Source: an optimization exercise on an open RTL-to-GDS flow (aim: small area, a short achievable clock period and few clock cycles per item). Production flows keep margins and buffers that such runs may drop.
Where RTL was checked, it was by simulation tests only, not by an equivalence proof against the original.
For runs 1 to 4, only the layout was checked, not whether the RTL still works.
No activity file was given, so power comes from the tool's default toggle rates.

--- design/flow/config.mk ---
export PLATFORM = sky130hd
export DESIGN_NAME = axil_fetch
export DESIGN_NICKNAME = axil_fetch
export VERILOG_FILES = /design/flow/design.v
export SDC_FILE = /design/flow/constraint.sdc
export NUM_CORES = 4
export LEC_CHECK = 0
export CAP_MARGIN = 20
export CORE_MARGIN = 2
export CORE_UTILIZATION = 40
export SETUP_SLACK_MARGIN = 2.0
export SLEW_MARGIN = 20
--- design/flow/constraint.sdc ---
create_clock -name core_clock -period 4.0 [get_ports {S_AXI_ACLK}]
set_input_delay 0.8000 -clock core_clock [delete_from_list [all_inputs] [get_ports {S_AXI_ACLK}]]
set_output_delay 0.8000 -clock core_clock [all_outputs]
set_load 0.01 [all_outputs]
--- design/flow/design.v ---
`default_nettype none
package fetch_pkg;
	localparam int ADDR_WIDTH = 32;
	localparam int BUS_WIDTH = 64;
	localparam int INSN_WIDTH = 32;
	localparam int INSNS_PER_WORD = BUS_WIDTH / INSN_WIDTH;
	localparam int WORD_LSB = 3;
	localparam int FETCH_LIMIT = 8;
	localparam int LGFIFO = 3;
	localparam int LGDEPTH = LGFIFO + 4;
	typedef logic [ADDR_WIDTH-1:0] addr_t;
	typedef logic [BUS_WIDTH-1:0] bus_word_t;
	typedef logic [INSN_WIDTH-1:0] insn_t;
	typedef logic [LGDEPTH:0] depth_t;
	typedef logic [LGDEPTH-1:0] fill_t;
	typedef enum logic [1:0] {
		RESP_OKAY   = 2'b00,
		RESP_EXOKAY = 2'b01,
		RESP_SLVERR = 2'b10,
		RESP_DECERR = 2'b11
	} axi_resp_e;
endpackage
`default_nettype wire
`default_nettype none
module axil_fetch #(
	parameter int K = 3
) (
	input  logic S_AXI_ACLK,
	input  logic fifo_reset,
	input  logic i_new_pc,
	input  fetch_pkg::addr_t i_pc,
	input  logic i_ready,
	output fetch_pkg::insn_t o_insn,
	output fetch_pkg::addr_t o_pc,
	output logic o_valid,
	output logic o_illegal,
	output logic M_AXI_ARVALID,
	input  logic M_AXI_ARREADY,
	output fetch_pkg::addr_t M_AXI_ARADDR,
	input  logic M_AXI_RVALID,
	output logic M_AXI_RREADY,
	input  fetch_pkg::bus_word_t M_AXI_RDATA,
	input  logic [1:0] M_AXI_RRESP
);
	localparam int CW = $clog2(K + 1);
	logic active;
	logic [31:3] rq_addr;
	logic stale_hold;
	logic arv_ok, arv_spec;
	logic [3:0] inflight, inflight_n;
	logic [3:0] drop, drop_n;
	logic drop_zero, drop_zero_n;
	logic [CW-1:0] used, used_n;
	logic [63:0] buf_data [K];
	logic buf_err [K];
	logic [K-1:0] wr_oh, rd_oh, wr_oh_n, rd_oh_n;
	logic [CW-1:0] fcount, fcount_n;
	logic acc, acc_live, acc_stale, ar_held;
	logic keep, fempty, nl, can_take;
	logic take, load, avail, free, pop, push;
	logic o_valid_n, o_illegal_n, spec_n;
	logic room_n, full_n, choke_n;
	logic src_err;
	logic [31:0] lane;
	assign M_AXI_RREADY = 1'b1;
	assign M_AXI_ARADDR = { rq_addr, 3'b000 };
	assign fempty = (fcount == 0);
	assign nl = o_pc[2] ^ o_valid;
	assign can_take = o_valid && !o_illegal;
	assign take = can_take && i_ready;
	assign load = !o_valid || take;
	assign keep = M_AXI_RVALID && drop_zero;
	assign avail = !fempty || keep;
	assign free = load && avail && nl;
	assign pop = load && nl && !fempty;
	assign push = keep && !(fempty && load && nl);
	always_comb
	begin
		lane = '0;
		src_err = fempty && M_AXI_RRESP[1];
		if (fempty && !nl)
			lane = lane | M_AXI_RDATA[31:0];
		if (fempty && nl)
			lane = lane | M_AXI_RDATA[63:32];
		for (int i = 0; i < K; i++)
		begin
			if (!fempty && rd_oh[i] && !nl)
				lane = lane | buf_data[i][31:0];
			if (!fempty && rd_oh[i] && nl)
				lane = lane | buf_data[i][63:32];
			if (!fempty && rd_oh[i])
				src_err = src_err | buf_err[i];
		end
	end
	assign M_AXI_ARVALID = arv_ok || (arv_spec && i_ready);
	assign acc = M_AXI_ARVALID && M_AXI_ARREADY;
	assign acc_stale = acc && (stale_hold || i_new_pc);
	assign acc_live = acc && !acc_stale;
	assign ar_held = M_AXI_ARVALID && !M_AXI_ARREADY;
	always_ff @(posedge S_AXI_ACLK)
	begin
		if (i_new_pc && !ar_held)
			rq_addr <= i_pc[31:3];
		else if (acc)
			rq_addr <= stale_hold ? o_pc[31:3] : rq_addr + 1'b1;
	end
	logic [3:0] inflight_up, inflight_dn, drop_up, drop_dn;
	logic [CW-1:0] used_up, used_dn, fcount_up, fcount_dn;
	logic [K-1:0] wr_rot, rd_rot;
	logic rv_stale;
	assign inflight_up = inflight + 1'b1;
	assign inflight_dn = inflight - 1'b1;
	assign drop_up = drop + 1'b1;
	assign drop_dn = drop - 1'b1;
	assign used_up = used + 1'b1;
	assign used_dn = used - 1'b1;
	assign fcount_up = fcount + 1'b1;
	assign fcount_dn = fcount - 1'b1;
	assign wr_rot = { wr_oh[K-2:0], wr_oh[K-1] };
	assign rd_rot = { rd_oh[K-2:0], rd_oh[K-1] };
	assign rv_stale = M_AXI_RVALID && !drop_zero;
	always_comb
	begin
		case ({ acc, M_AXI_RVALID })
		2'b10: inflight_n = inflight_up;
		2'b01: inflight_n = inflight_dn;
		default: inflight_n = inflight;
		endcase
		if (i_new_pc)
		begin
			drop_n = inflight_n;
			drop_zero_n = (inflight == 0 && acc == M_AXI_RVALID)
				|| (inflight == 1 && !acc && M_AXI_RVALID);
		end
		else
		begin
			case ({ acc_stale, rv_stale })
			2'b10: drop_n = drop_up;
			2'b01: drop_n = drop_dn;
			default: drop_n = drop;
			endcase
			drop_zero_n = !acc_stale && (drop_zero || (drop == 1 && M_AXI_RVALID));
		end
		case ({ acc_live, free })
		2'b10: used_n = used_up;
		2'b01: used_n = used_dn;
		default: used_n = used;
		endcase
		if (i_new_pc)
			used_n = '0;
		case ({ push, pop })
		2'b10: fcount_n = fcount_up;
		2'b01: fcount_n = fcount_dn;
		default: fcount_n = fcount;
		endcase
		wr_oh_n = push ? wr_rot : wr_oh;
		rd_oh_n = pop ? rd_rot : rd_oh;
		if (i_new_pc)
		begin
			fcount_n = '0;
			wr_oh_n = K'(1);
			rd_oh_n = K'(1);
		end
		if (i_new_pc)
		begin
			o_valid_n = 1'b0;
			o_illegal_n = 1'b0;
		end
		else
		begin
			o_valid_n = load ? avail : o_valid;
			o_illegal_n = load ? (avail && src_err) : o_illegal;
		end
		spec_n = !i_new_pc && (!fempty || keep)
			&& (load ? (!nl && !src_err) : (!o_illegal && nl));
		if (i_new_pc)
		begin
			room_n = 1'b1;
			full_n = 1'b0;
		end
		else if (acc_live && !free)
		begin
			room_n = (used < CW'(K - 1));
			full_n = (used == CW'(K - 1));
		end
		else if (free && !acc_live)
		begin
			room_n = 1'b1;
			full_n = 1'b0;
		end
		else
		begin
			room_n = (used < CW'(K));
			full_n = (used == CW'(K));
		end
		if (i_new_pc)
		begin
			if (acc && !M_AXI_RVALID)
				choke_n = inflight_up[3];
			else if (!acc && M_AXI_RVALID)
				choke_n = inflight_dn[3];
			else
				choke_n = inflight[3];
		end
		else
		begin
			if (acc_stale && !rv_stale)
				choke_n = drop_up[3];
			else if (!acc_stale && rv_stale)
				choke_n = drop_dn[3];
			else
				choke_n = drop[3];
		end
	end
	always_ff @(posedge S_AXI_ACLK)
	begin
		if (fifo_reset)
		begin
			inflight <= '0;
			drop <= '0;
			drop_zero <= 1'b1;
			used <= '0;
			active <= 1'b0;
			stale_hold <= 1'b0;
			arv_ok <= 1'b0;
			arv_spec <= 1'b0;
			wr_oh <= K'(1);
			rd_oh <= K'(1);
			fcount <= '0;
			o_valid <= 1'b0;
			o_illegal <= 1'b0;
		end
		else
		begin
			inflight <= inflight_n;
			drop <= drop_n;
			drop_zero <= drop_zero_n;
			used <= used_n;
			if (i_new_pc)
				active <= 1'b1;
			if (i_new_pc)
				stale_hold <= ar_held;
			else if (acc)
				stale_hold <= 1'b0;
			arv_ok <= ar_held || ((active || i_new_pc) && !choke_n && room_n);
			arv_spec <= !ar_held && (active || i_new_pc) && !choke_n && full_n
				&& spec_n;
			wr_oh <= wr_oh_n;
			rd_oh <= rd_oh_n;
			fcount <= fcount_n;
			o_valid <= o_valid_n;
			o_illegal <= o_illegal_n;
		end
	end
	always_ff @(posedge S_AXI_ACLK)
	begin
		for (int i = 0; i < K; i++)
		begin
			if (keep && wr_oh[i])
			begin
				buf_data[i] <= M_AXI_RDATA;
				buf_err[i] <= M_AXI_RRESP[1];
			end
		end
	end
	always_ff @(posedge S_AXI_ACLK)
	begin
		if (load)
			o_insn <= { lane[7:0], lane[15:8], lane[23:16], lane[31:24] };
	end
	always_ff @(posedge S_AXI_ACLK)
	begin
		if (i_new_pc)
			o_pc <= i_pc;
		else if (take)
			o_pc <= { o_pc[31:2] + 1'b1, 2'b00 };
	end
endmodule
`default_nettype wire
--- design/flow/flow/run.sh ---
#!/bin/bash
set -euo pipefail
bash standard.sh "BUFFER_PORTS_ARGS=-buffer_cell sky130_fd_sc_hd__buf_1" \
	"CTS_ARGS=-sink_clustering_enable -repair_clock_nets -dont_use_dummy_load -sink_clustering_size 30 -sink_clustering_max_diameter 60" \
	finish > standard_flow.log 2>&1
--- design/flow/standard.sh ---
#!/bin/bash
# synth_recipe.tcl (not shown) runs the flow's synth.tcl, then flattens the netlist and writes it again
# the make line also repeats each setting of config.mk as NAME=value (left out here)
make -C /OpenROAD-flow-scripts/flow DESIGN_CONFIG=/design/flow/config.mk WORK_HOME=/design/flow/orfs CLKGATE_MAP_FILE= SYNTH_SCRIPT=/design/flow/synth_recipe.tcl "${@:-finish}"
==> out/results.txt, run 1 <==
The run gives 0.03471 sq mm as the area of the core. In the synthesized netlist, mux cells make up 1.946% of the area. The cell count after synthesis came out at 1229.

The endpoint of the worst hold-timing path is active. During placement, the flow inserted port buffers numbering 198. The worst slew margin relative to its limit came out at 28.04%.

The worst setup path is launched from a register. The run gives 0 as the remaining number of nets flagged by the antenna check after routing. The final setup TNS was 0 ns; the post-detailed-route via-to-cell ratio was 5.478. The clock slew seen by the registers of the worst setup and hold paths was 0.07 ns; the reg2reg setup slack was 1.92 ns.

The logs give 481.1 MHz for the maximum clock rate and 34 for the number of clock buffers inserted by TritonCTS. After global routing the overflow that remains totals 0. The cell count after placement is 1830. The number of max-cap violations is 0, and the cell area after synthesis is 0.01415 sq mm. At the later pin of the worst-skew pair, clock insertion delay measures 0.52 ns. The clock passes through at most 3 buffers.

The beginning of the worst hold path was active. The run gives 2 as the number of H-tree levels. Setup violations remaining at the end of the flow were counted as 0. The run gives 19.97% as the global router's overall resource usage. The initialized floorplan defines 68 standard-cell rows.

For the sequential cell area fraction in the yosys report, the log shows 64.66%. The synthesized design spends more area on one cell type than any other, namely sky130_fd_sc_hd__edfxtp_1. The cell depth of the worst hold path works out to 2.

The worst IR drop on VDD is 290.2 uV, and the core utilization of the finished layout is 50.77%. Across all layers, the routed design uses 10680 vias. The tools report the origin of the critical flop-to-flop path as o_pc[2].

Detailed placement finished with a half-perimeter wire length of 22590 microns. At the worst endpoint, the required time is 4.21 ns. The run gives 3 as the warning count from the yosys run. The run gives 0.01548 sq mm as the standard cell area after detailed placement. The logs give 0 for the quantity of hold-fixing buffers added after cts and 8.166 mW for the overall power. The synthesized flop and latch total was 313. The time the final worst path needs with I/O delays and setup came out at 2.078 ns. After layout, the worst path uses 51.96% of the clock period. The first global-routing pass estimated 57370 microns of wire.

The pre-antenna-repair detailed-routing pass consisted of 5 iterations. The worst register-to-register path ends at o_insn[23]. The analysis attributes to cell leakage a power of 6.236 nW. The run finished with no timing, DRC or antenna violations. The cell sitting at the root of the clock tree is a sky130_fd_sc_hd__clkbuf_16. Dividing the detail-routed wire length by the instance count gives 20.72 microns.

The setup skew after layout was 0.04970 ns. The logs give 0 for the number of hold-slack violations in the final timing report and 72 for the pin count of the biggest net entering global routing. At the end of routability-driven placement, the weighted congestion stood at 0.8331.

The worst hold path belongs to the class reg -> reg. The die is 192.1 microns wide. In this run the count of I/O pins placed on the die edge is 204. Among all flip-flop cells after synthesis, the most frequent one is sky130_fd_sc_hd__edfxtp_1.

Area share of and/or/nand/nor cells after synthesis: 14.83%. The net count of the finished layout was 1613; the pin slew with the least headroom to its limit was 1.079 ns. The floorplan step defined a die boundary enclosing 0.03689 sq mm.

The critical path start-end classification is reg -> reg. Ranked by total cell area, the synthesized netlist is headed by sky130_fd_sc_hd__edfxtp_1, sky130_fd_sc_hd__nand2_1, sky130_fd_sc_hd__dfxtp_1, sky130_fd_sc_hd__a21oi_1, sky130_fd_sc_hd__xor2_1. In this run the biggest area consumer among cell types represents 61.12% of the synthesized area. The synthesized netlist contains 60 unique library cells. After detailed routing, the number of remaining DRC violations is 0.

The proportion of layout cells with a drive suffix above 1 is 15.54%, and the synthesized-area fraction occupied by ao, oa, aoi and oai cells is 10.66%. Setup repair after global routing could not meet its margin everywhere. The area share of fa/ha/maj cells after synthesis is 1.238%, and the count of flip-flops with a built-in enable after synthesis is 288. Main combinational cell family by area after synthesis: simple AND/OR/NAND/NOR gates. For the worst flop-to-flop path, the logic depth is 10. The final max-slew violation count was 0. In this run the power density over the cells is 463.3 mW/mm^2. The area of all placed cells without fillers was 0.01763 sq mm. Counting flops with an async set or reset pin after synthesis yields a share of 0%. The die extent in y works out to 192.1 microns.

The total wire length is 40400 microns. For this configuration, the core starts out at a cell density of 40.76%. The count of cells in the finished layout, fillers not included, comes to 1950. Of the total synthesized cell area, the portion taken by XOR and XNOR cells is 4.015%. The worst setup path is captured at a register. The average footprint of a synthesized cell works out to 11.51 sq um. The tree built by TritonCTS fans out to 313 sinks. The layout has 3135 filler cells. TritonCTS built the clock tree.

The run gives 5 as the initial antenna violation count. Of all nets on the critical path, the largest fanout is 5. The via count of the first global-routing pass was 10120; the data arrival time of the critical path was 2.29 ns.

The layout-stage area growth over the synthesis result is 24.58%, and the violation count after the first detailed-routing iteration is 979.
-- layout by cell type (no fill, tap or decap), types with 12 or more instances in the layout --
cell                        count
sky130_fd_sc_hd__edfxtp_1     288
sky130_fd_sc_hd__nand2_1      271
sky130_fd_sc_hd__buf_1        185
sky130_fd_sc_hd__a21oi_1       88
sky130_fd_sc_hd__buf_4         70
sky130_fd_sc_hd__nor2_1        52
sky130_fd_sc_hd__nand3_1       49
sky130_fd_sc_hd__o21ai_0       48
sky130_fd_sc_hd__clkbuf_16     41
sky130_fd_sc_hd__xor2_1        35
sky130_fd_sc_hd__xnor2_1       27
sky130_fd_sc_hd__o21ai_1       25
sky130_fd_sc_hd__a222oi_1      23
sky130_fd_sc_hd__dfxtp_1       23
sky130_fd_sc_hd__inv_1         15
sky130_fd_sc_hd__o22ai_1       15
sky130_fd_sc_hd__mux2i_1       14
sky130_fd_sc_hd__buf_6         14
sky130_fd_sc_hd__nand4_1       12
-- cell type report --
class                   instances  area [sq um]  share of cell area, %
well taps                     455         569.3                  3.230
inverters                      17         66.31                 0.3762
flip-flops and latches        313          9154                  51.93
diodes                          2         5.005                0.02839
repair buffers                299          1853                  10.51
clock buffers                  34         850.8                  4.827
multi-input cells             830          5127                  29.09
-- kinds of logic (layout without fill, tap and decap cells) --
logic type | count (synthesis) | after routing
XOR/XNOR | 64 | 64
buffers and inverters | 90 | 350
AO/OA/AOI/OAI | 249 | 249
adder cells (fa/ha/maj) | 14 | 14
flip-flops | 313 | 313
multiplexers | 26 | 26
AND/OR/NAND/NOR | 471 | 473
other | 2 | 6
-- timing repair --
| action | 4_1_cts | 5_1_grt |
|---|---|---|
| endpoints found under the setup margin | 171 | 71 |
| buffers inserted | 26 | 46 |
| endpoints found under the hold margin | 0 | 0 |
| resized for setup | 50 | 72 |
| pin swaps | 12 | 29 |
| gates cloned | 1 | 11 |
-- report_power, final --
group / total [mW] / leakage [nW] / switching [mW] / internal (mW)
Clock: 2.64 / 0.419 / 1.15 / 1.49
Sequential: 4.05 / 2.94 / 0.172 / 3.88
Combinational: 1.48 / 2.88 / 0.882 / 0.594
-- critical path, stage by stage (launching register included) --
cell and delay [ns]:
sky130_fd_sc_hd__edfxtp_1 0.44, sky130_fd_sc_hd__buf_6 0.18, sky130_fd_sc_hd__xnor2_4 0.14, sky130_fd_sc_hd__buf_12 0.15, sky130_fd_sc_hd__buf_12 0.13, sky130_fd_sc_hd__buf_12 0.12, sky130_fd_sc_hd__buf_6 0.11, sky130_fd_sc_hd__nand2_1 0.05
sky130_fd_sc_hd__a21boi_1 0.08, sky130_fd_sc_hd__a2111oi_4 0.32, sky130_fd_sc_hd__a31oi_1 0.07
-- flip-flops by register name (all words and copies together), names as in the netlist --
name and cells:
active 1, arv_ok 1, arv_spec 1, buf_data 192, buf_err 3, drop 4, drop_zero 1, fcount 2
inflight 4, o_illegal 1, o_insn 32, o_pc 32, o_valid 1, rd_oh 3, rq_addr 29, stale_hold 1
used 2, wr_oh 3
-- cells in the mapped netlist, drive strengths merged (6+ instances only) --
master	count
a2111oi	6
a21boi	7
a21oi	90
a222oi	23
a22oi	7
a31oi	8
and3	14
buf	21
clkbuf	52
dfxtp	25
edfxtp	288
ha	14
inv	17
mux2	12
mux2i	14
nand2	278
nand3	56
nand4	12
nor2	57
nor3	8
nor4	13
o21ai	78
o22ai	15
xnor2	28
xor2	36
-- worst max-delay path by stage --
stage	slack, ns	startpoint	end	cells after the start
2_1_floorplan	1.43	i_ready	drop[3]	11
3_3_place_gp	1.21	i_ready	drop[3]	11
3_5_place_dp	1.20	i_ready	drop[3]	11
4_1_cts	1.90	o_pc[2]	o_pc[2]	3
5_1_grt	1.84	o_pc[2]	arv_spec	7
6_report	1.92	o_pc[2]	o_insn[23]	10
-- stage by stage --
stage               hold slack, ns  worst slack [ns]
floorplan                   0.4567             1.429
global placement            0.4783             1.211
detailed placement          0.4801             1.197
CTS                         0.4882             1.900
global route                0.5286             1.840
finish                      0.4878             1.922
-- layer usage --
metal	track usage (%)	vias to the layer above	routed length [microns]
met5	0	-	41
met4	4.404	6	745
met3	5.865	60	4171
met2	32.41	453	19150
met1	26.55	5151	16280
li1	-	5013	-
==> run 2: changes to the inputs <==
--- a/design/flow/config.mk
+++ b/design/flow/config.mk
@@ -5,8 +5,8 @@
 export SDC_FILE = /design/flow/constraint.sdc
 export NUM_CORES = 4
 export LEC_CHECK = 0
-export CAP_MARGIN = 20
+export CAP_MARGIN = 5
 export CORE_MARGIN = 2
 export CORE_UTILIZATION = 40
 export SETUP_SLACK_MARGIN = 2.0
-export SLEW_MARGIN = 20
+export SLEW_MARGIN = 5
==> run 2 against run 1 <==
  * Clock skew unchanged
  * Core utilization unchanged
  * Routed wire length unchanged
  * Via count unchanged
==> out/results.txt, run 2 <==
The period utilization came out at 51.96% (unchanged). The number of cells on the worst reg-to-reg path came out at 10 (unchanged). The number of library cell types mapped by synthesis came out at 60 (unchanged). Average footprint of a synthesized cell: 11.51 sq um (unchanged). The DRC violation count after routing is 0 (unchanged). The post-detailed-route via-to-cell ratio is 5.478 (unchanged).

The total I/O pin count came out at 204 (unchanged). Clock tree synthesis selected as its root buffer the cell sky130_fd_sc_hd__clkbuf_16. The worst stage delay on the critical path was 0.44 ns (about the same). The tools report the quantity of hold-fixing buffers added after cts as 0 (unchanged).

The area share of the largest cell type after synthesis works out to 61.12% (unchanged). Setup repair after global routing could not meet its margin everywhere. Synthesized flop and latch total: 313 (unchanged). The global router's overall resource usage is 19.97% (unchanged), and the maximum clock rate is 481.1 MHz (unchanged). The clock latency on the worst-skew pair is 0.52 ns (about the same), and the pin count of the biggest net entering global routing is 72 (unchanged).

The kind of end point of the critical path was a register. Among all cell types in the netlist, the one instantiated most often is sky130_fd_sc_hd__edfxtp_1. The library cell used most frequently in the layout, excluding fill and tap cells, is sky130_fd_sc_hd__edfxtp_1.

The worst setup path startpoint was o_pc[2]. The tools report the area of the core as 0.03471 sq mm (unchanged). The run gives 10680 (unchanged) as the routed via count.

In this run the worst setup path terminates at o_insn[23]. The time the final worst path needs with I/O delays and setup is 2.078 ns (unchanged). The run gives 0 (unchanged) as the number of max-cap violations. Count of port buffers added during placement: 198 (unchanged).

The average detailed-routed wire length per instance is 20.72 microns (unchanged), and the global-route wire length before repair is 57370 microns (unchanged). The routability congestion estimate from global placement is 0.8331 (unchanged), and the reg2reg setup slack is 1.92 ns (about the same). For the remaining number of nets flagged by the antenna check after routing, the log shows 0 (unchanged). The share of flip-flops with an asynchronous set or reset was 0% (unchanged). The final setup TNS was 0 ns (unchanged). The run gives 2 (unchanged) as the number of H-tree levels. The run gives 3135 (unchanged) as the number of filler cells placed in the layout.

In the layout the commonest cells are sky130_fd_sc_hd__edfxtp_1, sky130_fd_sc_hd__nand2_1, sky130_fd_sc_hd__buf_1, sky130_fd_sc_hd__a21oi_1, sky130_fd_sc_hd__buf_4. The leakage component of the power is 6.236 nW (unchanged), and the layout-stage area growth over the synthesis result is 24.58% (unchanged). The flip-flop count of the largest register after layout works out to 192 (unchanged). The startpoint identified for the worst register-to-register timing path is o_pc[2]. The proportion of layout cells with a drive suffix above 1 was 15.54% (unchanged); the net count of the finished layout was 1613 (unchanged). The tools report the startpoint type of the worst setup path as a register.

For the number of search-and-repair iterations in the first detailed-routing pass, the log shows 5 (unchanged). The run gives 1.922 ns (unchanged) as the final worst-path setup slack. The run gives 8.166 mW (unchanged) as the overall power.

Number of buffers on the longest clock path: 3 (unchanged). Highest-delay cell along the critical path: sky130_fd_sc_hd__edfxtp_1. By instance count, the cell type seen most on the critical path is sky130_fd_sc_hd__buf_12. The HPWL after detailed placement was 22590 microns (unchanged). The run gives 64.66% (unchanged) as the sequential cell area fraction in the yosys report. Area of the die: 0.03689 sq mm (unchanged). The number of cells produced by synthesis came out at 1229 (unchanged). For the starting density of the core, the log shows 40.76% (unchanged). The worst endpoint required time is 4.21 ns (about the same). The core utilization of the finished layout was 50.77% (unchanged); the cell area after synthesis was 0.01415 sq mm (unchanged). The count of flip-flops with a built-in enable after synthesis is 288 (unchanged), and the clock slew seen by the registers of the worst setup and hold paths is 0.07 ns (about the same).

The number of hold-slack violations in the final timing report was 0 (unchanged). The run gives 5 (unchanged) as the initial antenna violation count. The run gives 1830 (unchanged) as the cell count after placement.

Walking the worst path, the cells encountered are buf_6, xnor2_4, buf_12, buf_12, buf_12, buf_6, nand2_1, a21boi_1, a2111oi_4, a31oi_1. The data arrival time of the critical path is 2.29 ns (about the same). The final number of setup-violating endpoints was 0 (unchanged). The setup skew after layout is 0.04970 ns (unchanged), and the violation count after the first detailed-routing iteration is 979 (unchanged). By area the synthesized netlist is led by sky130_fd_sc_hd__edfxtp_1, sky130_fd_sc_hd__nand2_1, sky130_fd_sc_hd__dfxtp_1, sky130_fd_sc_hd__a21oi_1, sky130_fd_sc_hd__xor2_1. The via count of the first global-routing pass was 10120 (unchanged).

The tools report the total grt overflow as 0 (unchanged). For the number of placement rows, the log shows 68 (unchanged). The logs give 313 (unchanged) for the number of clock sinks seen by CTS and 0 (unchanged) for the final max-slew violation count. Biggest fanout along the worst timing path: 5 (unchanged). The chip width works out to 192.1 microns (unchanged). The run finished with no timing, DRC or antenna violations.

The largest registers in the layout are buf_data (192), o_insn (32), o_pc (32). TritonCTS built the clock tree. Pin slew with the least headroom to its limit: 1.079 ns (unchanged).

The largest total area in the synthesized netlist belongs to sky130_fd_sc_hd__edfxtp_1. Worst setup slack after placement: 1.197 ns (unchanged). The total wire length came out at 40400 microns (unchanged).

The logs give 34 (unchanged) for the number of clock buffers inserted by TritonCTS and 28.04% (unchanged) for the worst slew margin relative to its limit. By startpoint and endpoint, the worst setup path is classified as reg -> reg. Warning count from the yosys run: 3 (unchanged). The tightest min-delay check is of the reg -> reg type. The die extent in y is 192.1 microns (unchanged).

The worst IR drop on VDD is 290.2 uV (unchanged). Worst reg2reg path endpoint: o_insn[23]. The cell area power density was 463.3 mW/mm^2 (unchanged). For this run, the leading register cell type out of synthesis is sky130_fd_sc_hd__edfxtp_1. Counting instances in the post-synthesis netlist gives the leading cell types as sky130_fd_sc_hd__edfxtp_1, sky130_fd_sc_hd__nand2_1, sky130_fd_sc_hd__a21oi_1. The run gives 1950 (unchanged) as the number of standard cells in the layout, taps in and fillers out.

The register ranked first by flip-flop count was buf_data.
-- run 2: cell counts after synthesis --
Identical to the previous run, type by type.
-- run 2: how the worst min path moves through the flow --
stage               startpoint  endpoint  slack, ns  depth (start not counted)
floorplan               active    active       0.46                          2
detailed placement      active    active       0.48                          2
CTS                     active    active       0.49                          2
global placement        active    active       0.48                          2
finish                  active    active       0.49                          2
global route            active    active       0.53                          2
-- run 2: cells by family (layout without fill, tap and decap cells) --
family | Yosys count | after routing | share of synthesized area (%)
simple gates | 471 | 473 | 14.83
flops | 313 | 313 | 64.66
compound gates | 249 | 249 | 10.66
buf+inv | 90 | 350 | 2.600
xor+xnor | 64 | 64 | 4.015
mux | 26 | 26 | 1.945
fa+ha+maj | 14 | 14 | 1.238
other cells | 2 | 6 | 0.05308
-- run 2: final cells by class --
cell class	instances	area [sq um]	share of cell area (%)
flip-flops and latches	313	9154	51.93
diodes	2	5.005	0.02839
clock buffers	34	850.8	4.827
inverters	17	66.31	0.3762
well taps	455	569.3	3.230
repair buffers	299	1853	10.51
multi-input cells	830	5127	29.09
-- run 2: per-layer routing --
| metal | track usage [%] | vias to the layer above | wire length (microns) |
|---|---|---|---|
| li1 | - | 5013 | - |
| met1 | 26.55 | 5151 | 16280 |
| met2 | 32.41 | 453 | 19150 |
| met3 | 5.865 | 60 | 4171 |
| met4 | 4.404 | 6 | 745 |
| met5 | 0 | - | 41 |
-- run 2: critical path: cells and delay by family, from the launching register on --
family                    cells  cell delay, ns
DFF                           1            0.44
buffers and inverters         5            0.69
xor gates and xnor gates      1            0.14
and+or+nand+nor               1            0.05
AOI/OAI and AO/OA             3            0.47
-- run 2: timing repair --
action | 4_1_cts | 5_1_grt
gates resized for setup | 50 | 72
setup buffers | 26 | 46
gates cloned | 1 | 11
setup endpoints to repair | 171 | 71
hold endpoints to repair | 0 | 0
pin swaps | 12 | 29
-- run 2: metrics by stage --
stage | instance area [sq um] | hold slack [ns]
CTS | 16720 | 0.4882
global route | 17620 | 0.5286
floorplan | 14270 | 0.4567
global placement | 15480 | 0.4783
detailed placement | 15480 | 0.4801
finish | 17630 | 0.4878
-- run 2: where the power goes --
| group | leakage [nW] | internal, mW | switching (mW) |
|---|---|---|---|
| registers | 2.94 | 3.88 | 0.172 |
| logic | 2.88 | 0.594 | 0.882 |
| clock network | 0.419 | 1.49 | 1.15 |
| total | 6.24 | 5.96 | 2.21 |
==> run 3: changes to the inputs <==
==> design/flow/flow/run.sh (replaced) <==
#!/bin/bash
set -euo pipefail
bash standard.sh "BUFFER_PORTS_ARGS=-buffer_cell sky130_fd_sc_hd__buf_1" \
	"CTS_ARGS=-sink_clustering_enable -repair_clock_nets -dont_use_dummy_load -sink_clustering_size 30 -sink_clustering_max_diameter 60 -sink_clustering_buffer sky130_fd_sc_hd__clkbuf_8" \
	finish > standard_flow.log 2>&1
--- a/design/flow/config.mk
+++ b/design/flow/config.mk
@@ -5,8 +5,8 @@
 export SDC_FILE = /design/flow/constraint.sdc
 export NUM_CORES = 4
 export LEC_CHECK = 0
-export CAP_MARGIN = 5
+export CAP_MARGIN = 20
 export CORE_MARGIN = 2
 export CORE_UTILIZATION = 40
 export SETUP_SLACK_MARGIN = 2.0
-export SLEW_MARGIN = 5
+export SLEW_MARGIN = 20
==> run 3 against run 2 <==
  * Synthesized area is the same
  * Die area unchanged
  * Clock power decreased by 26%
  * Combinational power about the same
  * Highest routed layer unchanged
  * Power decreased by 8.9%
==> out/results.txt, run 3 <==
Number of hold-slack violations in the final timing report: 0 (unchanged). Net count of the finished layout: 1609 (-0.25%). Setup repair after global routing could not meet its margin everywhere. The routability congestion estimate from global placement came out at 0.8331 (unchanged).

Of all cell types, the one taking the most synthesized area is sky130_fd_sc_hd__edfxtp_1. The period utilization is 52.13% (+0.16 points), and the chip width is 192.1 microns (unchanged). The total grt overflow was 0 (unchanged); the sequential cell area fraction in the yosys report was 64.66% (unchanged). Number of cells produced by synthesis: 1229 (unchanged).

The biggest fanout along the worst timing path is 3 (-2). The tools report the HPWL after detailed placement as 22590 microns (unchanged). The pin slew with the least headroom to its limit is 1.050 ns (-0.02950 ns), and the total wire length is 39530 microns (-2.1%). The commonest cells after synthesis are sky130_fd_sc_hd__edfxtp_1, sky130_fd_sc_hd__nand2_1, sky130_fd_sc_hd__a21oi_1. The run gives 0.01732 sq mm (-1.7%) as the area of all placed cells without fillers.

The final setup TNS is 0 ns (unchanged). The initial antenna violation count was 5 (unchanged). The cell count after placement came out at 1830 (unchanged). The tools report the cell area after synthesis as 0.01415 sq mm (unchanged). The flip-flop count of the largest register after layout is 192 (unchanged), and the internal power is 5.331 mW (-11%). The number of max-cap violations is 0 (unchanged).

The overall power is 7.441 mW (-8.9%), and the number of buffers on the longest clock path is 3 (unchanged). The number of placement rows is 68 (unchanged). The logs give 0 (unchanged) for the final max-slew violation count and 0.4897 ns (+0.001853 ns) for the worst slack on hold paths.

The post-detailed-route via-to-cell ratio is 5.495 (+0.30%). Type of the tightest min-delay check: reg -> reg. The fraction of power spent switching nets works out to 28.36% (+1.4 points).

The logs give 34 (unchanged) for the number of clock buffers inserted by TritonCTS and 0.06183 ns (+0.01213 ns) for the setup skew after layout. The proportion of layout cells with a drive suffix above 1 works out to 16.12% (+0.58 points). The tools report the core utilization of the finished layout as 49.90% (-0.87 points).

The tools report the startpoint type of the worst setup path as a register. The area of the core came out at 0.03471 sq mm (unchanged). The tools report the total I/O pin count as 204 (unchanged).

Leaving out fill and tap cells, the most frequent cell in the layout is sky130_fd_sc_hd__edfxtp_1. The tools report the number of filler cells placed in the layout as 3161 (+0.83%). The pin count of the biggest net entering global routing came out at 72 (unchanged).

The clock group share of total power was 26.2% (-6.2 points). The tools report the total length of routed met3 wires as 3544 microns (-15%). The length of routed met2 wiring is 18710 microns (-2.3%). The logs give 10690 (+0.094%) for the routed via count and 2.110 mW (-4.3%) for the switching component of the power. The share of flip-flops with an asynchronous set or reset is 0% (unchanged), and the time the final worst path needs with I/O delays and setup is 2.085 ns (+0.006530 ns). The maximum clock rate came out at 479.6 MHz (-0.31%). The count of port buffers added during placement was 198 (unchanged). Flip-flop and latch area: 0.009154 sq mm (unchanged). The tools report the worst endpoint required time as 4.42 ns (+0.21 ns). Final worst-path setup slack: 1.915 ns (-0.006530 ns). Among all flip-flop cells after synthesis, the most frequent one is sky130_fd_sc_hd__edfxtp_1. The setup path with the least slack is of type reg -> reg.

The area share of the largest cell type after synthesis was 61.12% (unchanged); the warning count from the yosys run was 3 (unchanged). The number of H-tree levels is 2 (unchanged). In the post-synthesis netlist, the biggest area contributors are sky130_fd_sc_hd__edfxtp_1, sky130_fd_sc_hd__nand2_1, sky130_fd_sc_hd__dfxtp_1, sky130_fd_sc_hd__a21oi_1, sky130_fd_sc_hd__xor2_1. TritonCTS built the clock tree. The run gives 10150 (+0.32%) as the via count of the first global-routing pass. In this run the clock root is driven by a sky130_fd_sc_hd__clkbuf_16.

The power share of the sequential group is 54.4% (+4.8 points), and the remaining number of nets flagged by the antenna check after routing is 0 (unchanged). The critical path goes through buf_6, mux2_4, a21o_1, inv_1, ha_2, buf_4, xnor2_1, or3_1, a21oi_2. The starting density of the core came out at 40.76% (unchanged). The worst IR drop on VDD was 248.1 uV (-15%); the number of standard cells in the layout, taps in and fillers out was 1946 (-0.21%). The count of flip-flops with a built-in enable after synthesis works out to 288 (unchanged). The standard cell area after detailed placement is 0.01548 sq mm (unchanged), and the layout-stage area growth over the synthesis result is 22.44%. For this design, the slowest cell found on the critical path is sky130_fd_sc_hd__edfxtp_1. The run gives 30.01% (+2.0 points) as the worst slew margin relative to its limit.

The share of power burned in combinational logic is 19.4% (+1.3 points). The clock latency on the worst-skew pair came out at 0.51 ns (about the same). The quantity of hold-fixing buffers added after cts was 0 (unchanged). The flow ran to the end and the layout has no timing, DRC or antenna violations. The most common cell in the netlist was sky130_fd_sc_hd__edfxtp_1. The worst setup slack after placement came out at 1.197 ns (unchanged). The multi-input combinational cell area came out at 0.005202 sq mm (+1.5%).

The average detailed-routed wire length per instance is 20.31 microns (-1.9%). The cell area power density is 429.6 mW/mm^2 (-7.3%), and the number of clock sinks seen by CTS is 313 (unchanged). The run gives 0 (unchanged) as the DRC violation count after routing. The run gives 20.25% (+0.27 points) as the global router's overall resource usage. Data arrival time of the critical path: 2.50 ns (+0.21 ns).

The run gives 1009 (+3.1%) as the violation count after the first detailed-routing iteration. The average footprint of a synthesized cell was 11.51 sq um (unchanged); the die extent in y was 192.1 microns (unchanged). In the final layout, the registers with the most flip-flops are buf_data (192), o_insn (32), o_pc (32). In the layout the commonest cells are sky130_fd_sc_hd__edfxtp_1, sky130_fd_sc_hd__nand2_1, sky130_fd_sc_hd__buf_1, sky130_fd_sc_hd__a21oi_1, sky130_fd_sc_hd__buf_4.

Counting flops per register, the top entry is buf_data. The synthesized flop and latch total is 313 (unchanged), and the final number of setup-violating endpoints is 0 (unchanged). The clock slew seen by the registers of the worst setup and hold paths is 0.08 ns (about the same). The worst setup path is captured at a register. The highest layer used for signal routing is met5.

The global-route wire length before repair is 57910 microns (+0.95%). The leakage component of the power was 6.085 nW (-2.4%). The area of the die is 0.03689 sq mm (unchanged).

The logs give 60 (unchanged) for the number of library cell types mapped by synthesis and 16430 microns (+0.92%) for the detailed-route wire length on metal 1. Worst stage delay on the critical path: 0.45 ns (about the same). The number of search-and-repair iterations in the first detailed-routing pass came out at 7 (+2).
-- run 3: changes by cell type in the layout (fill, tap and decap cells not counted), moves of 4 or more --
cell	delta
sky130_fd_sc_hd__nand2_4	+4
sky130_fd_sc_hd__buf_4	-4
sky130_fd_sc_hd__buf_6	+6
sky130_fd_sc_hd__clkbuf_8	+29
sky130_fd_sc_hd__clkbuf_16	-30
-- run 3: logic make-up (layout without fill, tap and decap cells) --
family	after synthesis	count (layout)	share of synthesized area [%]
AND/OR/NAND/NOR	471	473	14.83
flip-flops	313	313	64.66
AO/OA/AOI/OAI	249	249	10.66
buffers and inverters	90	346	2.600
XOR/XNOR	64	64	4.015
multiplexers	26	26	1.945
adder cells (fa/ha/maj)	14	14	1.238
other	2	6	0.05308
-- run 3: layer usage --
layer  track usage, %  vias up
li1                 -     5001
met1            26.97     5214
met2            32.98      404
met3            5.445       68
met4            4.874        6
met5                0        -
-- run 3: layout make-up --
| type | instances | share of cell area (%) |
|---|---|---|
| timing repair buffer | 295 | 10.40 |
| antenna | 2 | 0.02889 |
| multi-input combinational | 830 | 30.03 |
| inverter | 17 | 0.3828 |
| sequential | 313 | 52.84 |
| tap | 455 | 3.286 |
| clock buffer | 34 | 3.026 |
-- run 3: worst paths after layout --
| path | start | endpoint | slack (ns) | cells after the start |
|---|---|---|---|---|
| worst max-delay path | o_pc[2] | used[1] | 1.91 | 9 |
| worst max register to register | o_pc[2] | used[1] | 1.91 | 9 |
| worst min register to register | active | active | 0.49 | 2 |
| worst min-delay path | active | active | 0.49 | 2 |
-- run 3: worst max-delay path: cells and delay by family, from the launching register on --
family | cells | cell delay (ns)
XOR/XNOR | 1 | 0.08
AO/OA/AOI/OAI | 2 | 0.30
AND/OR/NAND/NOR | 1 | 0.34
buffers and inverters | 3 | 0.37
multiplexers | 1 | 0.32
adder cells (fa/ha/maj) | 1 | 0.19
flip-flops | 1 | 0.45
-- run 3: power by group through the flow --
| stage | clock, mW | combinational, mW | sequential, mW |
|---|---|---|---|
| final | 1.95 | 1.45 | 4.05 |
| after global placement | 0 | 1.14 | 4.11 |
| after CTS | 1.99 | 1.27 | 4.04 |
| after floorplan | 0 | 0.679 | 4.15 |
| after global routing | 2.11 | 1.59 | 4.08 |
| after detailed placement | 0 | 1.15 | 4.12 |
-- run 3: timing repair --
| item | 4_1_cts | 5_1_grt |
|---|---|---|
| cloned | 3 | 10 |
| pin swaps | 13 | 30 |
| gates resized for setup | 53 | 90 |
| buffers inserted | 29 | 38 |
| endpoints found under the setup margin | 166 | 77 |
==> run 4: changes to the inputs <==
==> design/flow/flow/run.sh (replaced) <==
#!/bin/bash
set -euo pipefail
bash standard.sh "BUFFER_PORTS_ARGS=-buffer_cell sky130_fd_sc_hd__buf_1" \
	"CTS_ARGS=-sink_clustering_enable -repair_clock_nets -dont_use_dummy_load -sink_clustering_size 40 -sink_clustering_max_diameter 50" \
	finish > standard_flow.log 2>&1
==> run 4 against run 3 <==
  * Cell area decreased by 0.53%
  * Non-clock buffer count decreased by 14
  * Routed wire length down 3.5%
  * Fmax is 0.33% lower
  * Cell count fell by 0.62%
  * Largest cell class unchanged
  * Critical path type is now reg -> out
  * Still clean
  * Critical endpoint is now o_pc[2]
  * Core utilization decreased by 0.27 points
  * Combinational power is 9% lower
  * Highest routed layer unchanged
  * First-iteration DRC count shrank 19%
==> out/results.txt, run 4 <==
The DRC violation count after routing was 0 (unchanged); the layout-stage area growth over the synthesis result was 21.78%. The number of buffers on the longest clock path was 3 (unchanged); the multi-input combinational cell area was 0.005025 sq mm (-3.4%). The warning count from the yosys run was 3 (unchanged). The maximum clock rate came out at 478.0 MHz (-0.33%). The kind of end point of the critical path is an output pin. The number of standard cells in the layout, taps in and fillers out is 1934 (-0.62%), and the die extent in y is 192.1 microns (unchanged). Counting flops per register, the top entry is buf_data. Chip width: 192.1 microns (unchanged). The total I/O pin count was 204 (unchanged). The library cells used most frequently in the layout, excluding fill and tap cells, are sky130_fd_sc_hd__edfxtp_1, sky130_fd_sc_hd__nand2_1, sky130_fd_sc_hd__buf_1, sky130_fd_sc_hd__a21oi_1, sky130_fd_sc_hd__buf_4.

The area of the die is 0.03689 sq mm (unchanged), and the reg2reg setup slack is 1.93 ns (+0.02 ns). The time the final worst path needs with I/O delays and setup is 2.092 ns (+0.006880 ns), and the number of clock buffers inserted by TritonCTS is 36 (+5.9%). The period utilization works out to 52.30% (+0.17 points).

Broken down by cell family, the worst path's largest delay share belongs to flip-flops. The area share of the largest cell type after synthesis is 61.12% (unchanged). Highest-delay cell along the critical path: sky130_fd_sc_hd__edfxtp_1.

By instance count, the leading cell after synthesis is sky130_fd_sc_hd__edfxtp_1. The average detailed-routed wire length per instance came out at 19.72 microns (-2.9%). The total grt overflow was 0 (unchanged); the share of flip-flops with an asynchronous set or reset was 0% (unchanged). The logs give 0.53 ns (+0.02 ns) for the clock latency on the worst-skew pair and 0 (unchanged) for the number of max-cap violations.

The run gives 0.009154 sq mm (unchanged) as the flip-flop and latch area. The clock group share of total power is 33.9% (+7.7 points). Traced cell by cell, the critical path runs through buf_6, buf_6, buf_6. In the final layout, the registers with the most flip-flops are buf_data (192), o_insn (32), o_pc (32). The proportion of layout cells with a drive suffix above 1 was 13.88% (-2.2 points); the final worst-path setup slack was 1.908 ns (-0.006880 ns).

The number of hold-slack violations in the final timing report was 0 (unchanged); the synthesized flop and latch total was 313 (unchanged). The HPWL after detailed placement was 22590 microns (unchanged). The flip-flop count of the largest register after layout was 192 (unchanged); the overall power was 8.108 mW (+9.0%). TritonCTS built the clock tree. The number of filler cells placed in the layout is 3187 (+0.82%), and the sequential cell area fraction in the yosys report is 64.66% (unchanged). The core utilization of the finished layout was 49.64% (-0.27 points).

The fraction of power spent switching nets works out to 26.63% (-1.7 points). The count of flip-flops with a built-in enable after synthesis was 288 (unchanged). The run gives 60 (unchanged) as the number of library cell types mapped by synthesis. Post-detailed-route via-to-cell ratio: 5.462 (-0.59%). The logs give 0.03471 sq mm (unchanged) for the area of the core and 313 (unchanged) for the number of clock sinks seen by CTS. The flow ran to the end and the layout has no timing, DRC or antenna violations.

The switching component of the power came out at 2.159 mW (+2.3%). Sorting the synthesized cells by area gives the leading types as sky130_fd_sc_hd__edfxtp_1, sky130_fd_sc_hd__nand2_1, sky130_fd_sc_hd__dfxtp_1, sky130_fd_sc_hd__a21oi_1, sky130_fd_sc_hd__xor2_1. The data arrival time of the critical path was 1.29 ns (-1.21 ns); the total wire length was 38140 microns (-3.5%). Startpoint type of the worst setup path: a register. The count of port buffers added during placement is 198 (unchanged), and the clock slew seen by the registers of the worst setup and hold paths is 0.05 ns (-0.03 ns). The global-route wire length before repair was 58400 microns (+0.85%); the pin count of the biggest net entering global routing was 72 (unchanged). The biggest fanout along the worst timing path came out at 3 (unchanged). The internal power was 5.949 mW (+12%). The net count of the finished layout was 1597 (-0.75%); the violation count after the first detailed-routing iteration was 813 (-19%). Number of cells on the worst reg-to-reg path: 10 (+1). The most prevalent standard cell on the critical path is sky130_fd_sc_hd__buf_6.

The cell area after synthesis is 0.01415 sq mm (unchanged). The leakage component of the power was 6.084 nW (about the same); the routed via count was 10560 (-1.2%). The average footprint of a synthesized cell is 11.51 sq um (unchanged).

The worst stage delay on the critical path was 0.45 ns (about the same); the number of cells produced by synthesis was 1229 (unchanged). The tools report the final setup TNS as 0 ns (unchanged). For this run, the leading register cell type out of synthesis is sky130_fd_sc_hd__edfxtp_1. The number of search-and-repair iterations in the first detailed-routing pass is 6 (-1). Leaving out fill and tap cells, the most frequent cell in the layout is sky130_fd_sc_hd__edfxtp_1. Final number of setup-violating endpoints: 0 (unchanged).

The power share of the sequential group came out at 49.9% (-4.5 points). The number of gates on the worst path with buffers counted was 3 (-6). Summed over all instances, the cell type with the most area after synthesis is sky130_fd_sc_hd__edfxtp_1. The cell area power density is 470.6 mW/mm^2 (+9.5%), and the quantity of hold-fixing buffers added after cts is 0 (unchanged). The worst IR drop on VDD was 274.6 uV (+11%). The critical path is of the reg -> out type. The cell depth of the worst hold path came out at 2 (unchanged). The worst endpoint required time is 3.20 ns (-1.22 ns), and the cell count after placement is 1830 (unchanged). The tools report the initial antenna violation count as 3 (-2). Setup repair after global routing could not meet its margin everywhere. The setup skew after layout came out at 0.06429 ns (+0.002454 ns). The tools report the final max-slew violation count as 0 (unchanged). The type of the tightest min-delay check was reg -> reg. The pin slew with the least headroom to its limit works out to 1.043 ns (-0.006676 ns). The share of power burned in combinational logic was 16.2% (-3.2 points); the remaining number of nets flagged by the antenna check after routing was 0 (unchanged). The worst setup slack after placement was 1.197 ns (unchanged); the number of buffer and inverter instances along the worst setup path was 3 (unchanged).

The run gives 2 (unchanged) as the number of H-tree levels. The tools report the number of placement rows as 68 (unchanged). For the via count of the first global-routing pass, the log shows 10220 (+0.71%). The tools report the clock root buffer as sky130_fd_sc_hd__clkbuf_16. Ranked by instance count, the synthesized netlist is headed by sky130_fd_sc_hd__edfxtp_1, sky130_fd_sc_hd__nand2_1, sky130_fd_sc_hd__a21oi_1. The tools report the worst slew margin relative to its limit as 30.46% (+0.45 points). The tools report the starting density of the core as 40.76% (unchanged).

The global router's overall resource usage was 20.42% (+0.17 points). For the routability congestion estimate from global placement, the log shows 0.8331 (unchanged).
-- run 4: cell count changes in the layout (fill, tap and decap cells not counted), moves of 5 or more --
cell / delta
sky130_fd_sc_hd__clkbuf_8: -29
sky130_fd_sc_hd__buf_4: +5
sky130_fd_sc_hd__buf_6: -13
sky130_fd_sc_hd__clkbuf_16: +25
sky130_fd_sc_hd__nand2_1: +7
sky130_fd_sc_hd__nand2_4: -5
-- run 4: cell families after synthesis --
family | count (synthesis) | synth area share, %
AO/OA/AOI/OAI | 249 | 10.66
XOR/XNOR | 64 | 4.015
adder cells (fa/ha/maj) | 14 | 1.238
buffers and inverters | 90 | 2.600
flip-flops | 313 | 64.66
multiplexers | 26 | 1.945
other | 2 | 0.05308
AND/OR/NAND/NOR | 471 | 14.83
-- run 4: final cells by class --
cell class / instances / area share, %
Clock buffer: 36 / 5.228
Antenna cell: 2 / 0.02905
Inverter: 17 / 0.3849
Multi-Input combinational cell: 830 / 29.16
Timing Repair Buffer: 281 / 8.765
Tap cell: 455 / 3.304
Sequential cell: 313 / 53.13
-- run 4: worst paths after layout --
path / from / end
hold reg to reg: active / active
hold / removal: active / active
setup / recovery: o_pc[2] / o_pc[2]
setup reg to reg: o_pc[2] / arv_ok
-- run 4: worst reg2reg max path, cell delays in order (launching register included) --
cell	delay [ns]
sky130_fd_sc_hd__edfxtp_1	0.45
sky130_fd_sc_hd__buf_6	0.18
sky130_fd_sc_hd__mux2_4	0.33
sky130_fd_sc_hd__a21o_1	0.18
sky130_fd_sc_hd__inv_1	0.07
sky130_fd_sc_hd__ha_2	0.19
sky130_fd_sc_hd__nor2b_2	0.05
sky130_fd_sc_hd__o21ai_1	0.14
sky130_fd_sc_hd__a21oi_1	0.09
sky130_fd_sc_hd__a211o_1	0.24
sky130_fd_sc_hd__o32ai_2	0.08
-- run 4: what timing repair did --
action                                  CTS  global route
cloned                                    2             0
resized for setup                        50            29
setup buffers                            32            32
hold endpoints to repair                  0             0
endpoints found under the setup margin  149            75
pin swaps                                13            15
-- run 4: per-stage QoR --
stage / area [sq um] / hold WS [ns]
floorplan: 14270 / 0.4567
global placement: 15480 / 0.4783
detailed placement: 15480 / 0.4801
CTS: 16850 / 0.4882
global route: 17230 / 0.5258
finish: 17230 / 0.4845
-- run 4: power groups by stage --
stage,clock (mW),combinational [mW],sequential (mW)
after global routing,2.94,1.46,4.07
after floorplan,0,0.679,4.15
after detailed placement,0,1.15,4.12
after CTS,2.81,1.25,4.04
final,2.75,1.32,4.04
after global placement,0,1.14,4.11
-- run 4: metal layers --
metal  part of all wire (%)  global-route usage, %  vias up
met5                  0.071                      0        -
met4                    1.9                  5.109        4
met3                    9.7                  5.810       60
met2                     46                  33.03      424
met1                     42                  27.09     5095
li1                       -                      -     4981
==> run 5: changes to the inputs <==
--- a/design/flow/design.v
+++ b/design/flow/design.v
@@ -55,6 +55,7 @@
 	logic buf_err [K];
 	logic [K-1:0] wr_oh, rd_oh, wr_oh_n, rd_oh_n;
 	logic [CW-1:0] fcount, fcount_n;
+	logic [K-1:0] wsel;
 	logic acc, acc_live, acc_stale, ar_held;
 	logic keep, fempty, nl, can_take;
 	logic take, load, avail, free, pop, push;
@@ -227,6 +228,7 @@
 			wr_oh <= K'(1);
 			rd_oh <= K'(1);
 			fcount <= '0;
+			wsel <= K'(1);
 			o_valid <= 1'b0;
 			o_illegal <= 1'b0;
 		end
@@ -248,6 +250,7 @@
 			wr_oh <= wr_oh_n;
 			rd_oh <= rd_oh_n;
 			fcount <= fcount_n;
+			wsel <= drop_zero_n ? wr_oh_n : '0;
 			o_valid <= o_valid_n;
 			o_illegal <= o_illegal_n;
 		end
@@ -256,7 +259,7 @@
 	begin
 		for (int i = 0; i < K; i++)
 		begin
-			if (keep && wr_oh[i])
+			if (M_AXI_RVALID && wsel[i])
 			begin
 				buf_data[i] <= M_AXI_RDATA;
 				buf_err[i] <= M_AXI_RRESP[1];
==> design/flow/flow/run.sh (replaced) <==
#!/bin/bash
set -euo pipefail
bash standard.sh "BUFFER_PORTS_ARGS=-buffer_cell sky130_fd_sc_hd__buf_1" \
	"CTS_ARGS=-sink_clustering_enable -repair_clock_nets -dont_use_dummy_load -sink_clustering_size 36 -sink_clustering_max_diameter 45" \
	finish > standard_flow.log 2>&1
==> run 5 against run 4 <==
  * Routed wire length down 2.3%
  * Highest routed layer unchanged
  * Core utilization about the same
  * First-iteration DRC count down 20%
  * Largest cell class unchanged
  * Die area up 0.81%
  * Non-clock buffer count down 11
  * Global-route usage down 1.2 points
  * Largest power group unchanged
  * Register-to-register slack better by 0.10 ns
  * Combinational power down 6%
  * Critical endpoint unchanged
  * Clock skew about the same
  * Synthesized cell count down 8.1%
==> out/results.txt, run 5 <==
The flow ran to the end and the layout has no timing, DRC or antenna violations. The routability congestion estimate from global placement came out at 0.8346 (+0.18%). The via count of the first global-routing pass was 9741 (-4.7%). Leakage component of the power: 6.044 nW (-0.66%). Counting stages on the worst path, the most repeated cell is sky130_fd_sc_hd__buf_6. The tools report the worst reg2reg path endpoint as o_insn[28]. In this run the most critical hold path is launched from active. The largest total area in the synthesized netlist belongs to sky130_fd_sc_hd__edfxtp_1.

Register ranked first by flip-flop count: buf_data. By count the netlist is led by sky130_fd_sc_hd__edfxtp_1, sky130_fd_sc_hd__nand2_1, sky130_fd_sc_hd__a21oi_1. The worst endpoint required time is 3.20 ns (about the same).

The biggest fanout along the worst timing path works out to 6 (+3). The number of H-tree levels was 2 (unchanged). The logs give 0 (unchanged) for the remaining number of nets flagged by the antenna check after routing and 0.01558 sq mm (+0.66%) for the standard cell area after detailed placement. The area of all placed cells without fillers came out at 0.01753 sq mm (+1.7%). The proportion of layout cells with a drive suffix above 1 works out to 16.04% (+2.2 points). The cell area after synthesis was 0.01426 sq mm (+0.82%).

Sorting the synthesized cells by area gives the leading types as sky130_fd_sc_hd__edfxtp_1, sky130_fd_sc_hd__dfxtp_1, sky130_fd_sc_hd__nand2_1, sky130_fd_sc_hd__a21oi_1, sky130_fd_sc_hd__nand3_1. The area of the core is 0.03531 sq mm (+1.7%). Share of flip-flops with an asynchronous set or reset: 0% (unchanged).

In the post-synthesis netlist, the cell with the most instances is sky130_fd_sc_hd__edfxtp_1. The data arrival time of the critical path came out at 1.26 ns (-0.03 ns). Number of clock sinks seen by CTS: 316 (+0.96%). The logs give 67 (+12%) for the number of library cell types mapped by synthesis and 204 (unchanged) for the total I/O pin count. Worst slew margin relative to its limit: 33.81% (+3.4 points).

The flip-flop count of the largest register after layout was 192 (unchanged). The post-detailed-route via-to-cell ratio is 5.539 (+1.4%), and the setup skew after layout is 0.06444 ns (+0.0001482 ns). The endpoint of the worst hold-timing path was active.

The DRC violation count after routing is 0 (unchanged), and the synthesized flop and latch total is 316 (+0.96%). The clock root buffer was sky130_fd_sc_hd__clkbuf_16. The run gives 2.03 ns (+0.10 ns) as the reg2reg setup slack.

The tools report the total wire length as 37260 microns (-2.3%). The flip-flop and latch area is 0.009224 sq mm (+0.77%), and the starting density of the core is 40.40% (-0.36 points). The total grt overflow was 0 (unchanged).

The number of filler cells placed in the layout is 3102 (-2.7%), and the time the final worst path needs with I/O delays and setup is 2.058 ns (-0.03372 ns). The slowest stage of the critical path is the sky130_fd_sc_hd__edfxtp_1 cell. The maximum clock rate was 485.9 MHz (+1.6%).

Leaving out fill and tap cells, the most frequent cells in the layout are sky130_fd_sc_hd__edfxtp_1, sky130_fd_sc_hd__buf_1, sky130_fd_sc_hd__nand2_1, sky130_fd_sc_hd__a21oi_1, sky130_fd_sc_hd__nand3_1. The area share of the largest cell type after synthesis came out at 60.63% (-0.50 points). The multi-input combinational cell area is 0.005116 sq mm (+1.8%), and the average footprint of a synthesized cell is 12.64 sq um (+9.8%). The run gives 69 (+1.5%) as the number of placement rows.

The tools report the HPWL after detailed placement as 21990 microns (-2.7%). Critical path start-end classification: reg -> out. The average detailed-routed wire length per instance is 20.40 microns (+3.4%).

The global router's overall resource usage was 19.18% (-1.2 points). The number of search-and-repair iterations in the first detailed-routing pass was 5 (-1); the cell area power density was 469.9 mW/mm^2 (-0.15%). The number of buffers on the longest clock path is 3 (unchanged). In this run the worst setup path begins at o_pc[2]. The clock slew seen by the registers of the worst setup and hold paths came out at 0.05 ns (about the same).

Setup repair after global routing could not meet its margin everywhere. The most frequent standard cell in the layout excluding fill and tap cells was sky130_fd_sc_hd__edfxtp_1. The cell depth of the worst hold path is 2 (unchanged). Count of port buffers added during placement: 198 (unchanged).

Sequential cell area fraction in the yosys report: 64.56% (-0.11 points). TritonCTS built the clock tree. Worst IR drop on VDD: 312.8 uV (+14%). The path class of the tightest hold or removal check is reg -> reg. The tools report the pin count of the biggest net entering global routing as 66 (-8.3%).

The most used flip-flop cell after synthesis is sky130_fd_sc_hd__edfxtp_1. The number of clock buffers inserted by TritonCTS was 40 (+11%). Traced cell by cell, the critical path runs through buf_6, buf_8, buf_6. The worst register-to-register path begins at fcount[0].

The global-route wire length before repair is 55100 microns (-5.6%), and the clock latency on the worst-skew pair is 0.54 ns (about the same). Initial antenna violation count: 3 (unchanged). Die extent in y: 192.8 microns (+0.40%).

The period utilization was 51.45% (-0.84 points). The kind of end point of the critical path is an output pin. The chip width was 192.8 microns (+0.40%); the final setup TNS was 0 ns (unchanged). The violation count after the first detailed-routing iteration was 651 (-20%); the worst stage delay on the critical path was 0.37 ns (-0.08 ns). The number of cells produced by synthesis was 1129 (-8.1%); the routed via count was 10120 (-4.2%). The layout-stage area growth over the synthesis result works out to 22.89%. The logs give 0 (unchanged) for the final number of setup-violating endpoints and 0 (unchanged) for the final max-slew violation count. Number of hold-slack violations in the final timing report: 0 (unchanged). The number of cells on the worst reg-to-reg path was 6 (-4); the number of max-cap violations was 0 (unchanged).

Count of flip-flops with a built-in enable after synthesis: 288 (unchanged). The net count of the finished layout was 1485 (-7.0%). The area of the die is 0.03719 sq mm (+0.81%).

In the final layout, the registers with the most flip-flops are buf_data (192), o_insn (32), o_pc (32). The warning count from the yosys run came out at 3 (unchanged). STA classifies the critical path startpoint as a register. The pin slew with the least headroom to its limit is 0.9929 ns (-0.05026 ns).
-- run 5: cell types whose count changed after synthesis, sizes merged, moves of 14 or more --
cell,delta
buf,+18
a221oi,+26
mux2i,+15
o211ai,+16
o21ai,-14
and3,+23
nand2,-178
a21oi,-23
a211oi,+15
-- run 5: layer usage --
metal	GRT usage, %	share of wire (%)	up-vias
met5	0	0.081	-
met4	4.345	1.8	4
met3	4.655	8.2	52
met2	32.22	48	348
met1	25.09	42	4919
li1	-	-	4796
-- run 5: worst max path at each step --
stage / endpoint / slack (ns) / cells past startpoint
after floorplan: drop_zero / 1.81 / 9
after global placement: o_insn[27] / 1.00 / 5
after detailed placement: o_insn[19] / 0.97 / 5
after CTS: o_pc[2] / 1.92 / 3
after global routing: o_pc[2] / 1.90 / 3
final: o_pc[2] / 1.94 / 3
-- run 5: final cells by class --
type / instances / area share [%]
Antenna cell: 1 / 0.01427
Clock buffer: 40 / 5.710
Inverter: 22 / 0.4996
Multi-Input combinational cell: 717 / 29.18
Sequential cell: 316 / 52.62
Tap cell: 461 / 3.290
Timing Repair Buffer: 270 / 8.686
-- run 5: worst max-delay path: cells and delay by family (launching register included) --
kind	cells	cell delay [ns]
buffers and inverters	3	0.39
DFF	1	0.37
-- run 5: metrics by stage --
step / instances / hold slack [ns] / setup WS [ns] / total power [mW] / utilization, %
finish: 1827 / 0.4985 / 1.942 / 8.237 / 49.65
floorplan: 1131 / 0.4599 / 1.815 / 4.821 / -
global route: 1826 / 0.5282 / 1.904 / 8.574 / 49.64
CTS: 1794 / 0.4993 / 1.924 / 8.204 / 48.10
detailed placement: 1728 / 0.4884 / 0.9674 / 5.210 / 44.12
global placement: 1728 / 0.4821 / 1.003 / 5.192 / 44.10
-- run 5: what timing repair did --
action | CTS | global route
setup endpoints to repair | 129 | 98
gates cloned | 2 | 6
buffers inserted | 24 | 26
hold buffers | 0 | 0
pin swaps | 10 | 14
hold endpoints to repair | 0 | 0
resized for setup | 45 | 51
-- run 5: cells by family (layout without fill, tap and decap cells) --
kind of cell | after synthesis | count (layout) | synth area share (%)
AND/OR/NAND/NOR | 332 | 334 | 11.91
flip-flops | 316 | 316 | 64.56
AO/OA/AOI/OAI | 267 | 268 | 12.69
buffers and inverters | 102 | 332 | 3.272
XOR/XNOR | 62 | 63 | 3.859
multiplexers | 34 | 34 | 2.430
adder cells (fa/ha/maj) | 14 | 14 | 1.228
other | 2 | 5 | 0.05265
-- run 5: where the power goes --
part | leakage, nW | internal [mW] | total, mW | switching, mW
logic | 2.60 | 0.506 | 1.24 | 0.736
registers | 2.95 | 3.90 | 4.07 | 0.169
clock network | 0.493 | 1.74 | 2.93 | 1.19
Testbench counts of run 5, summed over its fixed seeds: cycles 70,312, insns 52,201.
==> run 6: changes to the inputs <==
==> design/flow/flow/run.sh (replaced) <==
#!/bin/bash
set -euo pipefail
bash standard.sh "BUFFER_PORTS_ARGS=-buffer_cell sky130_fd_sc_hd__buf_1" \
	"CTS_ARGS=-sink_clustering_enable -repair_clock_nets -dont_use_dummy_load -sink_clustering_size 20 -sink_clustering_max_diameter 40 -sink_clustering_buffer sky130_fd_sc_hd__clkbuf_8" \
	finish > standard_flow.log 2>&1
--- a/design/flow/config.mk
+++ b/design/flow/config.mk
@@ -5,6 +5,7 @@
 export SDC_FILE = /design/flow/constraint.sdc
 export NUM_CORES = 4
 export LEC_CHECK = 0
+export ABC_AREA = 1
 export CAP_MARGIN = 20
 export CORE_MARGIN = 2
 export CORE_UTILIZATION = 40
==> run 6 against run 5 <==
  * Still clean on timing, DRC and antenna
  * Power fell by 10%
  * Register-to-register slack got worse by 0.03 ns
  * Clock skew rose by 0.0019 ns
  * Via count rose by 10%
  * Combinational power barely moved
  * Synthesized area rose by 3.2%
  * Cell area fell by 0.20%
  * Worst hold slack got worse by 0.050 ns
  * Sequential cell count did not move
  * Non-clock buffer count fell by 18
  * Critical endpoint unchanged
  * Largest power group unchanged
  * Highest routed layer unchanged
==> out/results.txt, run 6 <==
Total I/O pin count: 204 (unchanged). Sorting the synthesized cells by area gives the leading types as sky130_fd_sc_hd__edfxtp_1, sky130_fd_sc_hd__nand2_1, sky130_fd_sc_hd__dfxtp_1, sky130_fd_sc_hd__inv_1, sky130_fd_sc_hd__nor2_1. The total wire length was 41720 microns (+12%); the number of cells produced by synthesis was 1407 (+25%). The fraction of power spent switching nets was 27.79% (+2.4 points). The largest registers in the layout are buf_data (192), o_insn (32), o_pc (32).

The logs give 0 (unchanged) for the quantity of hold-fixing buffers added after cts and 344.8 uV (+10%) for the worst IR drop on VDD. Number of max-cap violations: 0 (unchanged). The run gives 54.7% (+5.3 points) as the power share of the sequential group. The number of buffer and inverter instances along the worst setup path is 3 (unchanged). Count of port buffers added during placement: 198 (unchanged).

The layer with the highest usage was met2. Share of flip-flops with an asynchronous set or reset: 0% (unchanged). The worst stage delay on the critical path was 0.45 ns (+0.08 ns); the routability congestion estimate from global placement was 0.8715 (+4.4%). The pin slew with the least headroom to its limit was 0.8297 ns (-0.1632 ns); the global-route wire length before repair was 61720 microns (+12%). The worst slew margin relative to its limit is 44.38% (+11 points).

The type of the tightest min-delay check was reg -> reg. The logs give 479.9 MHz (-1.2%) for the maximum clock rate and 316 (unchanged) for the number of clock sinks seen by CTS. Final max-slew violation count: 0 (unchanged).

The logs give 0 (unchanged) for the total grt overflow and 3 (unchanged) for the number of buffers on the longest clock path. The sequential cell area fraction in the yosys report was 62.53% (-2.0 points); the pin count of the biggest net entering global routing was 39 (-41%). For the via count of the first global-routing pass, the log shows 10730 (+10%). Relative to the synthesized area, the layout overhead comes to 18.80%. The switching component of the power is 2.054 mW (-1.9%). The net count of the finished layout came out at 1783 (+20%). The flow ran to the end and the layout has no timing, DRC or antenna violations.

The die extent in y was 195.9 microns (+1.6%); the worst setup slack after placement was 1.151 ns (+0.1841 ns). Setup repair after global routing could not meet its margin everywhere. For the setup skew after layout, the log shows 0.06630 ns (+0.001862 ns). The run gives 3 (unchanged) as the warning count from the yosys run. For the number of clock buffers inserted by TritonCTS, the log shows 42 (+5.0%). TritonCTS built the clock tree. The logs give 5 (unchanged) for the number of search-and-repair iterations in the first detailed-routing pass and 29.0% (-6.5 points) for the clock group share of total power. The post-detailed-route via-to-cell ratio was 5.240 (-5.4%).

The register ranked first by flip-flop count is buf_data. The clock latency on the worst-skew pair is 0.53 ns (about the same). The internal power was 5.337 mW (-13%). Remaining number of nets flagged by the antenna check after routing: 0 (unchanged). For the number of H-tree levels, the log shows 2 (unchanged).

The biggest fanout along the worst timing path is 4 (-2). The run gives 2 (-1) as the initial antenna violation count.
run 6: cell count changes in the layout (fill, tap and decap cells not counted), sizes merged, moves of 26 or more:
cell	before	now
xnor2	33	7
inv	22	142
nand2	100	397
and3	37	0
mux2i	29	0
nor2	57	109
a22o	1	27
run 6: worst register-to-register path: stages, from the launching register on:
cell and delay, ns:
sky130_fd_sc_hd__edfxtp_1 0.45, sky130_fd_sc_hd__buf_4 0.17, sky130_fd_sc_hd__inv_2 0.07, sky130_fd_sc_hd__nand2_4 0.10, sky130_fd_sc_hd__nand2_8 0.12, sky130_fd_sc_hd__nor2_4 0.06, sky130_fd_sc_hd__a21oi_4 0.15, sky130_fd_sc_hd__inv_2 0.07
sky130_fd_sc_hd__ha_1 0.27, sky130_fd_sc_hd__inv_1 0.08, sky130_fd_sc_hd__nand2_1 0.07, sky130_fd_sc_hd__nor2_2 0.09, sky130_fd_sc_hd__o21ai_0 0.08, sky130_fd_sc_hd__a21oi_1 0.16
run 6: worst paths after layout:
check                           startpoint   endpoint  slack (ns)  cells after the start
worst max-delay path               o_pc[2]    o_pc[2]        1.92                      3
worst min-delay path                active     active        0.45                      2
worst max register to register     o_pc[2]  fcount[1]        2.00                     13
worst min register to register      active     active        0.45                      2
run 6: what timing repair did:
item,in CTS,in global routing
resized for setup,30,73
gates cloned,8,2
endpoints found under the setup margin,221,79
pin swaps,7,12
buffers inserted,18,22
run 6: per-layer routing:
metal | vias up | wire [microns]
met5 | - | 30
met4 | 4 | 1034
met3 | 72 | 2860
met2 | 370 | 20160
met1 | 5333 | 17630
li1 | 5393 | -
run 6: final cells by class:
cell class	instances	area (sq um)	share of cell area, %
Sequential cell	316	9213	52.66
Multi-Input combinational cell	904	5142	29.39
Timing Repair Buffer	252	1266	7.237
Clock buffer	42	634.4	3.626
Inverter	144	619.3	3.540
Tap cell	468	585.6	3.347
Timing Repair inverter	5	32.53	0.1859
Antenna cell	1	2.502	0.01430
run 6: metrics by stage:
stage                     total power, mW  hold slack [ns]  cells  utilization, %  area [sq um]
after floorplan                     4.747           0.4214   1409               -         14900
after global placement              5.155           0.4314   2039           44.09         16060
after detailed placement            5.168           0.4415   2039           44.09         16060
after CTS                           7.383           0.4540   2107           46.69         17010
after global routing                7.718           0.4670   2131           48.01         17490
final                               7.390           0.4489   2132           48.02         17500
run 6: logic make-up after synthesis:
group / share of synthesized area, %
AO/OA/AOI/OAI: 10.15
XOR/XNOR: 1.665
adder cells (fa/ha/maj): 1.189
buffers and inverters: 5.658
flip-flops: 62.53
other: 0.05100
AND/OR/NAND/NOR: 18.75
run 6: power groups by stage:
stage          Sequential (mW)  Combinational (mW)  Clock (mW)
2_1_floorplan             4.14               0.603           0
3_3_place_gp              4.11                1.04           0
3_5_place_dp              4.12                1.05           0
4_1_cts                   4.04                1.13        2.21
5_1_grt                   4.06                1.34        2.32
6_report                  4.04                1.21        2.14

[static timing again, ports no longer ideal]
The results above use ideal ports. As a check the final layouts listed here were re-extracted and re-timed, cells and wires unchanged.
Step 1: set_driving_cell puts a clkbuf_16 on S_AXI_ACLK and a buf_2 on each other input, an assumption about the parent block.
Step 2 times the ports against the registers' clock, not the clock port: input delays grow and output delays shrink by t, the midpoint of the rising clock arrivals with the driver on.
a / b / c = no drivers / after step 1 / after step 2; a / b = the first two.
| run | shift t [ns] | slack for setup (ns) |
|---|---|---|
| run 1 | 0.532 | 1.922 / 1.875 / 1.437 |
| run 2 | 0.532 | 1.922 / 1.875 / 1.437 |
| run 3 | 0.521 | 1.915 / 1.873 / 1.418 |
| run 4 | 0.548 | 1.908 / 1.857 / 1.437 |
| run 5 | 0.561 | 1.942 / 1.887 / 1.440 |
| run 6 | 0.538 | 1.916 / 1.867 / 1.524 |
After both steps every run listed still meets setup and hold.
